Context: an optimization exercise on an open-source flow, tuned for small area. The choices shown serve that exercise and are no tape-out recipe.
Only simulation tests tie the RTL to the original design; equivalence was not proved.

## flow/design.v (module list and top-level ports; edited modules follow where they fit)
// module pdm_capture_pipeline: 1961 lines
// module fa_cell: 10 lines
module pdm_capture_pipeline #(
  parameter int CHANNELS   = 4,
  parameter int CIC_ORDER  = 3,
  parameter int CIC_DELAY  = 1,
  parameter int ACC_WIDTH  = 32,
  parameter int PCM_WIDTH  = 16,
  parameter int FIFO_DEPTH = 8,
  localparam int CH_W  = (CHANNELS > 1) ? $clog2(CHANNELS) : 1,
  localparam int CNT_W = $clog2(FIFO_DEPTH) + 1
) (
  input  logic                 clk_i,
  input  logic                 rst_n_i,
  input  logic                 clk_en_i,
  input  logic                 pdm_i,
  input  logic                 pdm_valid_i,
  input  logic [CH_W-1:0]      pdm_channel_i,
  input  logic [6:0]           decimation_i,
  input  logic [4:0]           norm_shift_i,
  input  logic [15:0]          gain_i,
  output logic [PCM_WIDTH-1:0] pcm_o,
  output logic [CH_W-1:0]      pcm_channel_o,
  output logic                 pcm_valid_o,
  input  logic                 pcm_ready_i,
  output logic [CNT_W-1:0]     fifo_count_o,
  output logic                 overflow_o,
  input  logic                 clear_overflow_i
);
  // ...
==> flow/run.sh <==
#!/bin/bash
# synth_recipe.tcl (not shown) runs the flow's synth.tcl, then flattens the netlist and writes it again
# the make line also repeats each setting of config.mk as NAME=value (left out here)
make -C /OpenROAD-flow-scripts/flow DESIGN_CONFIG=/design/flow/config.mk WORK_HOME=/design/flow/orfs CLKGATE_MAP_FILE= SYNTH_SCRIPT=/design/flow/synth_recipe.tcl finish
==> flow/config.mk <==
export PLATFORM = sky130hd
export DESIGN_NAME = pdm_capture_pipeline
export DESIGN_NICKNAME = pdm_capture_pipeline
export VERILOG_FILES = /design/flow/design.v
export SDC_FILE = /design/flow/constraint.sdc
export NUM_CORES = 4
export LEC_CHECK = 0
export ABC_AREA = 1
export CAP_MARGIN = 20
export CORE_MARGIN = 2
export CORE_UTILIZATION = 40
export SLEW_MARGIN = 20
export SYNTH_HIERARCHICAL = 1
export SYNTH_MINIMUM_KEEP_SIZE = 0
==> flow/constraint.sdc <==
create_clock -name core_clock -period 11.0 [get_ports {clk_i}]
set_input_delay 2.2000 -clock core_clock [delete_from_list [all_inputs] [get_ports {clk_i}]]
set_output_delay 2.2000 -clock core_clock [all_outputs]
set_load 0.01 [all_outputs]
==> flow_metrics.py, run 1 <==
metrics = {
    "final_layout": {
        "syn2layout_area_growth_pct": 10.7,
        "buffers": 110,
        "final_util": 0.447,
        "clkbuf_count": 69,
        "finish.instance_area_sq_mm": 0.0360,
        "dominant_cells": "multi-input combinational cells",
        "final-instance-count-excl-fill": 4153,
        "nonClkBufAreaFrac": 0.0271,
        "largest_reg_flops": 128,
    },
    "routing": {
        "ant_nets": 0,
    },
    "synthesis": {
        "async_reset_ff_frac": 0.0382,
        "yosysWarnings": 11,
    },
    "worst_setup_path": {
        "critPathLaunchType": "flop",
        "cp_max_fo": 8,
        "rr_endpoint": "r_p1[0][21]",
        "endpoint_kind": "flop",
        "slowest_stage": "fa_1",
    },
    "cts": {
        "cts.hold.buffers_added": 0,
        "clockBufferDepth": 3,
        "clock_sinks": 523,
        "ctsResizeCount": 0,
    },
    "min_path": {
        "min_path_type": "reg2reg",
    },
    "die": {
        "die-height_um": 289,
    },
    "run_status": {
        "status": "complete, no violations",
    },
    "grt": {
        "antenna_found_initial": 1,
        "gr-usage-met2": 0.339,
        "grt_pass1_wl_mm": 128,
    },
    "timing": {
        "fin_crit_sh": 0.933,
        "fin_crit_ns": 10.26,
        "maxSlewViolCount": 0,
    },
}
==> inputs of run 2 (changes only) <==
--- a/flow/design.v
+++ b/flow/design.v
@@ -1223,18 +1223,21 @@
       if (r_in_sel[c]) begin
         r_y[c]   <= w_done ? w_sb : w_sa;
         r_p1[c]  <= w_done ? SW'($signed(w_sc)) : w_sb;
         r_p2[c]  <= w_sc;
         r_cnt[c] <= w_done ? 7'd0 : w_i1;
       end
     end
   end
-  logic signed [SW-1:0] w_shifted;
+  logic [SW-1:0]        w_sh4, w_sh3, w_sh2;
+  logic [16:0]          w_sh1;
+  logic [15:0]          w_sh0;
   logic [15:0]          w_norm, w_gained;
+  logic                 w_ovf;
   logic [15:0]          w_round;
   logic m_0;
   logic m_1;
   logic m_2;
   logic m_3;
   logic m_4;
   logic m_5;
   logic m_6;
@@ -1600,19 +1603,79 @@
   logic m_366;
   logic m_367;
   logic m_368;
   logic m_369;
   logic m_370;
   logic m_371;
   logic m_372;
   logic m_373;
-  logic [30:0] m_374;
-  logic [30:0] m_375;
-  logic [30:0] m_376;
+  logic m_374;
+  logic m_375;
+  logic m_376;
+  logic m_377;
+  logic m_378;
+  logic m_379;
+  logic m_380;
+  logic m_381;
+  logic m_382;
+  logic m_383;
+  logic m_384;
+  logic m_385;
+  logic m_386;
+  logic m_387;
+  logic m_388;
+  logic m_389;
+  logic m_390;
+  logic m_391;
+  logic m_392;
+  logic m_393;
+  logic m_394;
+  logic m_395;
+  logic m_396;
+  logic m_397;
+  logic m_398;
+  logic m_399;
+  logic m_400;
+  logic m_401;
+  logic m_402;
+  logic m_403;
+  logic m_404;
+  logic m_405;
+  logic m_406;
+  logic m_407;
+  logic m_408;
+  logic m_409;
+  logic m_410;
+  logic m_411;
+  logic m_412;
+  logic m_413;
+  logic m_414;
+  logic m_415;
+  logic m_416;
+  logic m_417;
+  logic m_418;
+  logic m_419;
+  logic m_420;
+  logic m_421;
+  logic m_422;
+  logic m_423;
+  logic m_424;
+  logic m_425;
+  logic m_426;
+  logic m_427;
+  logic m_428;
+  logic m_429;
+  logic m_430;
+  logic m_431;
+  logic m_432;
+  logic m_433;
+  logic m_434;
+  logic m_435;
+  logic m_436;
   assign m_0 = r_s3_data[0] ^ 1'b0;
   assign m_1 = (r_s3_data[1] & ~r_s3_data[0] & ~1'b0) | (~r_s3_data[1] & r_s3_data[0] & 1'b0);
   assign m_2 = (m_0 & gain_i[0]) ^ r_s3_data[1];
   assign m_3 = ((m_0 & gain_i[1]) | (m_1 & gain_i[0])) ^ r_s3_data[1];
   assign m_4 = ((m_0 & gain_i[2]) | (m_1 & gain_i[1])) ^ r_s3_data[1];
   assign m_5 = ((m_0 & gain_i[3]) | (m_1 & gain_i[2])) ^ r_s3_data[1];
   assign m_6 = ((m_0 & gain_i[4]) | (m_1 & gain_i[3])) ^ r_s3_data[1];
   assign m_7 = ((m_0 & gain_i[5]) | (m_1 & gain_i[4])) ^ r_s3_data[1];
@@ -1890,24 +1953,72 @@
   fa_cell u_m_361 (.a(m_266), .b(m_308), .c(m_309), .s(m_361), .co(m_362));
   fa_cell u_m_363 (.a(m_267), .b(m_310), .c(m_311), .s(m_363), .co(m_364));
   fa_cell u_m_365 (.a(m_269), .b(m_312), .c(m_313), .s(m_365), .co(m_366));
   fa_cell u_m_367 (.a(m_270), .b(m_314), .c(m_315), .s(m_367), .co(m_368));
   assign m_369 = ~(m_316 ^ m_317);
   assign m_370 = m_316 | m_317;
   fa_cell u_m_371 (.a(m_132), .b(m_149), .c(m_318), .s(m_371), .co(m_372));
   assign m_373 = ~m_150;
-  assign m_374 = {m_151, m_372, m_370, m_368, m_366, m_364, m_362, m_360, m_358, m_356, m_354, m_352, m_350, m_348, m_346, m_344, m_342, m_340, m_338, m_336, m_334, m_332, m_330, m_328, m_326, m_324, m_322, m_320, r_s3_data[3], m_3, m_2};
-  assign m_375 = {m_150, m_373, m_371, m_369, m_367, m_365, m_363, m_361, m_359, m_357, m_355, m_353, m_351, m_349, m_347, m_345, m_343, m_341, m_339, m_337, m_335, m_333, m_331, m_329, m_327, m_325, m_323, m_321, m_319, 1'b0, r_s3_data[1]};
-  assign m_376 = m_374 + m_375;
-  assign w_round = {m_376[30], m_376[29], m_376[28], m_376[27], m_376[26], m_376[25], m_376[24], m_376[23], m_376[22], m_376[21], m_376[20], m_376[19], m_376[18], m_376[17], m_376[16], m_376[15]};
+  assign m_374 = m_2 & r_s3_data[1];
+  assign m_375 = m_3 & m_374;
+  assign m_376 = (r_s3_data[3] & m_319) | (m_375 & (r_s3_data[3] | m_319));
+  assign m_377 = (m_320 & m_321) | (m_376 & (m_320 | m_321));
+  assign m_378 = (m_322 & m_323) | (m_377 & (m_322 | m_323));
+  assign m_379 = (m_324 & m_325) | (m_378 & (m_324 | m_325));
+  assign m_380 = (m_326 & m_327) | (m_379 & (m_326 | m_327));
+  assign m_381 = (m_328 & m_329) | (m_380 & (m_328 | m_329));
+  assign m_382 = (m_330 & m_331) | (m_381 & (m_330 | m_331));
+  assign m_383 = (m_332 & m_333) | (m_382 & (m_332 | m_333));
+  assign m_384 = (m_334 & m_335) | (m_383 & (m_334 | m_335));
+  assign m_385 = (m_336 & m_337) | (m_384 & (m_336 | m_337));
+  assign m_386 = (m_338 & m_339) | (m_385 & (m_338 | m_339));
+  assign m_387 = (m_340 & m_341) | (m_386 & (m_340 | m_341));
+  assign m_388 = (m_342 & m_343) | (m_387 & (m_342 | m_343));
+  fa_cell u_m_389 (.a(m_344), .b(m_345), .c(m_388), .s(m_389), .co(m_390));
+  fa_cell u_m_391 (.a(m_346), .b(m_347), .c(m_390), .s(m_391), .co(m_392));
+  fa_cell u_m_393 (.a(m_348), .b(m_349), .c(m_392), .s(m_393), .co(m_394));
+  fa_cell u_m_395 (.a(m_350), .b(m_351), .c(m_394), .s(m_395), .co(m_396));
+  fa_cell u_m_397 (.a(m_352), .b(m_353), .c(m_396), .s(m_397), .co(m_398));
+  fa_cell u_m_399 (.a(m_354), .b(m_355), .c(m_398), .s(m_399), .co(m_400));
+  fa_cell u_m_401 (.a(m_356), .b(m_357), .c(m_400), .s(m_401), .co(m_402));
+  fa_cell u_m_403 (.a(m_358), .b(m_359), .c(m_402), .s(m_403), .co(m_404));
+  fa_cell u_m_405 (.a(m_360), .b(m_361), .c(m_404), .s(m_405), .co(m_406));
+  fa_cell u_m_407 (.a(m_362), .b(m_363), .c(m_406), .s(m_407), .co(m_408));
+  assign m_409 = m_364 ^ m_365;
+  assign m_410 = m_364 & m_365;
+  fa_cell u_m_411 (.a(m_366), .b(m_367), .c(m_410), .s(m_411), .co(m_412));
+  fa_cell u_m_413 (.a(m_368), .b(m_369), .c(m_412), .s(m_413), .co(m_414));
+  fa_cell u_m_415 (.a(m_370), .b(m_371), .c(m_414), .s(m_415), .co(m_416));
+  fa_cell u_m_417 (.a(m_372), .b(m_373), .c(m_416), .s(m_417), .co(m_418));
+  assign m_419 = m_151 ^ m_150 ^ m_418;
+  assign m_420 = ~(m_364 ^ m_365);
+  assign m_421 = m_364 | m_365;
+  fa_cell u_m_422 (.a(m_366), .b(m_367), .c(m_421), .s(m_422), .co(m_423));
+  fa_cell u_m_424 (.a(m_368), .b(m_369), .c(m_423), .s(m_424), .co(m_425));
+  fa_cell u_m_426 (.a(m_370), .b(m_371), .c(m_425), .s(m_426), .co(m_427));
+  fa_cell u_m_428 (.a(m_372), .b(m_373), .c(m_427), .s(m_428), .co(m_429));
+  assign m_430 = m_151 ^ m_150 ^ m_429;
+  assign m_431 = m_408 ? m_420 : m_409;
+  assign m_432 = m_408 ? m_422 : m_411;
+  assign m_433 = m_408 ? m_424 : m_413;
+  assign m_434 = m_408 ? m_426 : m_415;
+  assign m_435 = m_408 ? m_428 : m_417;
+  assign m_436 = m_408 ? m_430 : m_419;
+  assign w_round = {m_436, m_435, m_434, m_433, m_432, m_431, m_407, m_405, m_403, m_401, m_399, m_397, m_395, m_393, m_391, m_389};
   always_comb begin
-    w_shifted = $signed(r_s2_data) >>> norm_shift_i;
-    if (w_shifted[SW-1:15] == '0 || w_shifted[SW-1:15] == '1) w_norm = w_shifted[15:0];
-    else w_norm = w_shifted[SW-1] ? 16'h8000 : 16'h7FFF;
+    w_sh4 = norm_shift_i[4] ? {{16{r_s2_data[SW-1]}}, r_s2_data[SW-1:16]} : r_s2_data;
+    w_sh3 = norm_shift_i[3] ? {{8{w_sh4[SW-1]}}, w_sh4[SW-1:8]} : w_sh4;
+    w_sh2 = norm_shift_i[2] ? {{4{w_sh3[SW-1]}}, w_sh3[SW-1:4]} : w_sh3;
+    w_sh1 = norm_shift_i[1] ? w_sh2[18:2] : w_sh2[16:0];
+    w_sh0 = norm_shift_i[0] ? w_sh1[16:1] : w_sh1[15:0];
+    w_ovf = 1'b0;
+    for (int k = 0; k < SW - 16; k++)
+      if ((r_s2_data[15+k] != r_s2_data[SW-1]) && (norm_shift_i <= 5'(k))) w_ovf = 1'b1;
+    w_norm = w_ovf ? {r_s2_data[SW-1], {15{~r_s2_data[SW-1]}}} : w_sh0;
     if (r_s3_data == 16'h8000 && gain_i == 16'h8000) w_gained = 16'h7FFF;
     else w_gained = w_round;
   end
   always_ff @(posedge clk_i or negedge rst_n_i) begin
     if (!rst_n_i) begin
       r_s3_valid <= 1'b0;
       r_s4_valid <= 1'b0;
     end else begin
==> flow_metrics.py, run 2 <==
metrics = {
    "cts": {
        "cts_root_buf": "clkbuf_16",
        "cts.hold.buffers_added": 0,
        "ctsResizeCount": 0,
        "htreeDepth": 2,
        "worst_skew_pair.late_latency_ns": 0.61,
        "numCtsBuffers": 52,
        "cts_setup_buffers": 0,
        "clock_sinks": 523,
        "clk_pin_slew_ns": 0.07,
        "cts_tree": "yes",
        "clockBufferDepth": 3,
    },
    "final_layout": {
        "antenna_cells": 0,
        "syn2layout_area_growth_pct": 11.1,
        "nets": 3195,
        "final_common_cell": "nand2_1",
        "drive_above_1_share": 0.0746,
        "mostFrequentLayoutCells": "nand2_1, edfxtp_1, fa_1",
        "largest_reg_flops": 128,
    },
    "timing": {
        "finalHoldViolations": 0,
        "setup_viol": 0,
        "fin_crit_sh": 0.941,
        "slew_headroom": 0.329,
        "grt_setup_unrepaired": "no",
        "maxSlewViolCount": 0,
        "fin_worst_skew_ns": 0.0292,
        "fin_crit_ns": 10.35,
        "max_freq_mhz": 96.6,
        "worst_pin_slew_ns": 1.01,
        "finalSetupTns_ns": 0,
    },
    "die": {
        "die_area_sq_mm": 0.0811,
        "initial_utilization": 0.406,
        "die_w_um": 285,
        "die-height_um": 285,
        "rows": 102,
        "fp.coreArea_sq_mm": 0.0777,
        "io_pins": 61,
    },
    "worst_setup_path": {
        "endpoint_kind": "flop",
        "r2r_slack_ns": 0.65,
        "required_ns": 11.38,
        "r2r-start": "r_na[0]",
        "path_common_cell": "fa_1",
        "path_buf_inv": 4,
        "rr_endpoint": "r_p1[2][21]",
        "crit_family": "adder cells",
        "crit_path_max_incr_delay_ns": 0.61,
        "cp_max_fo": 8,
        "worstRegToRegCells": 30,
        "critPathLaunchType": "flop",
        "slowest_stage": "fa_1",
        "path_class": "reg2reg",
        "cp.arrival_ns": 10.73,
    },
    "synthesis": {
        "synth_top_area_cell": "edfxtp_1",
        "synth_ff_type": "edfxtp_1",
        "netlist_area_sq_mm": 0.0316,
        "synth.avg_cell_area_sq_um": 11.3,
        "yosys-top-cells-area": "edfxtp_1, fa_1, nand2_1, xor2_1, dfxtp_1",
        "ys_ff_latch": 523,
        "yosysTopAreaCellShare": 0.407,
        "synthMuxAreaShare": 0.00678,
        "synth_edf_count": 428,
        "synth_compound_area_frac": 0.0989,
        "yosysWarnings": 11,
        "async_reset_ff_frac": 0.0382,
        "synth_top_family_by_area": "adder cells",
        "yosys.cell_count.top_type": "nand2_1",
        "ys_seq_area_frac": 0.471,
        "synth_simple_gate_area_frac": 0.0999,
        "synthXorXnorAreaFrac": 0.0616,
        "syn_nets": 3190,
        "synth-adder-area-share": 0.209,
        "synthTopCellsByCount": "nand2_1, edfxtp_1, fa_1",
        "netlist_instances": 2782,
        "ys_types": 63,
    },
    "place": {
        "io_buffers": 60,
        "place.gp.congestion": 0.913,
        "hpwl_mm": 51.3,
    },
    "grt": {
        "grt_pass1_vias": 21500,
        "grt-ovfl-total": 0,
        "antenna_found_initial": 0,
        "grt_use_total": 0.185,
        "grt_start_max_net_pins": 76,
        "grt_pass1_wl_mm": 120,
    },
    "routing": {
        "via_per_inst": 5.34,
        "ant_nets": 0,
        "wire_per_inst_um": 19.4,
        "first_pass_iters": 6,
        "drc": 0,
        "drt-total-wl_mm": 75.2,
        "drt_iter0_drc": 1581,
        "vias": 20700,
    },
    "run_status": {
        "status": "complete, no violations",
    },
    "min_path": {
        "holdPathStages": 0,
        "min_from": "r_s2_ch[0]",
        "hold_path_end": "r_s3_ch[0]",
        "min_path_type": "reg2reg",
    },
    "job": {
        "maxCapViolations": 0,
    },
}
-- run 2: changes by cell type after synthesis, moves of 19 or more --
cell | before | now
clkbuf_1 | 109 | 90
nor2_1 | 136 | 111
ha_1 | 138 | 112
a21oi_1 | 122 | 93
buf_2 | 29 | 59
nand2_1 | 631 | 528
nand3_1 | 101 | 53
-- run 2: cells by family after synthesis --
kind of cell,Yosys count
adders and majority gates,371
and+or+nand+nor,762
DFF,523
muxes,20
xor gates and xnor gates,221
AOI/OAI and AO/OA,466
buffers and inverters,419
-- run 2: final cells by class --
cell class | instances | area, sq um
Clock buffer | 72 | 1530
Clock inverter | 25 | 317
Fill cell | 7043 | 42700
Inverter | 252 | 947
Multi-Input combinational cell | 1840 | 15000
Sequential cell | 523 | 14900
Tap cell | 1040 | 1300
Timing Repair Buffer | 118 | 1060
-- run 2: worst max path at each step --
stage | startpoint | to | slack (ns) | cells past startpoint
floorplan | r_in_sel[0] | r_y[0][21] | 1.26 | 28
global placement | gain_i[8] | r_s4_data[15] | 0.62 | 26
detailed placement | decimation_i[6] | r_y[3][21] | 0.47 | 23
CTS | r_na[0] | r_y[3][21] | 0.67 | 30
global route | r_na[0] | r_y[3][21] | 0.19 | 30
finish | r_na[0] | r_p1[2][21] | 0.65 | 30
-- run 2: per-stage QoR --
stage | util | std cells | hold slack (ns) | setup WS (ns) | area [sq um]
after floorplan | - | 2782 | 0.310 | 1.26 | 31600
final | 0.451 | 3870 | 0.327 | 0.648 | 35100
after detailed placement | 0.427 | 3773 | 0.312 | 0.466 | 33200
after global placement | 0.427 | 3772 | 0.311 | 0.621 | 33200
after global routing | 0.451 | 3870 | 0.347 | 0.195 | 35100
after CTS | 0.451 | 3870 | 0.327 | 0.666 | 35100
-- run 2: Yosys stat by module (local to each module, per instance) --
module	area, sq um	cells
fa_cell	20.0	1
pdm_capture_pipeline	26400	2525
-- run 2: per-layer routing --
| metal | GRT usage | routed length [um] | vias up |
|---|---|---|---|
| met3 | 0.0258 | 4260 | 121 |
| li1 | - | - | 9569 |
| met5 | 0 | 0 | - |
| met2 | 0.316 | 37000 | 617 |
| met4 | 0.0550 | 2000 | 0 |
| met1 | 0.246 | 32000 | 10300 |

==> what the ideal ports hide <==
In the flow no input, the clock included, has a driving cell. The finished layouts below were timed again as built, in two steps.
Step 1 (the two cells are an assumption about what drives the block):
set clk [get_ports {clk_i}]
set_driving_cell -lib_cell sky130_fd_sc_hd__clkbuf_16 $clk
set_driving_cell -lib_cell sky130_fd_sc_hd__buf_2 [delete_from_list [all_inputs] $clk]
Step 2 times the ports against the registers' clock, not the clock port: input delays grow and output delays shrink by t, the midpoint of the rising clock arrivals with the driver on.
Three values: no drivers, after step 1, after step 2; two values: the first two.
| run | t (ns) | setup WS [ns] | worst setup path after step 2 | latest minus earliest clock arrival (ns) | worst data-port slew with drivers (ns) |
|---|---|---|---|---|---|
| run 1 | 0.666 | 0.741 / 0.741 / 0.327 | input to register | 0.025 / 0.026 | 0.09 |
| run 2 | 0.654 | 0.648 / 0.648 / 0.326 | input to register | 0.030 / 0.030 | 0.05 |
After both steps every run listed still meets setup and hold. The setup slack of run 1, which loses most, moves by 0.000 ns with the drivers and by -0.414 ns with both steps.
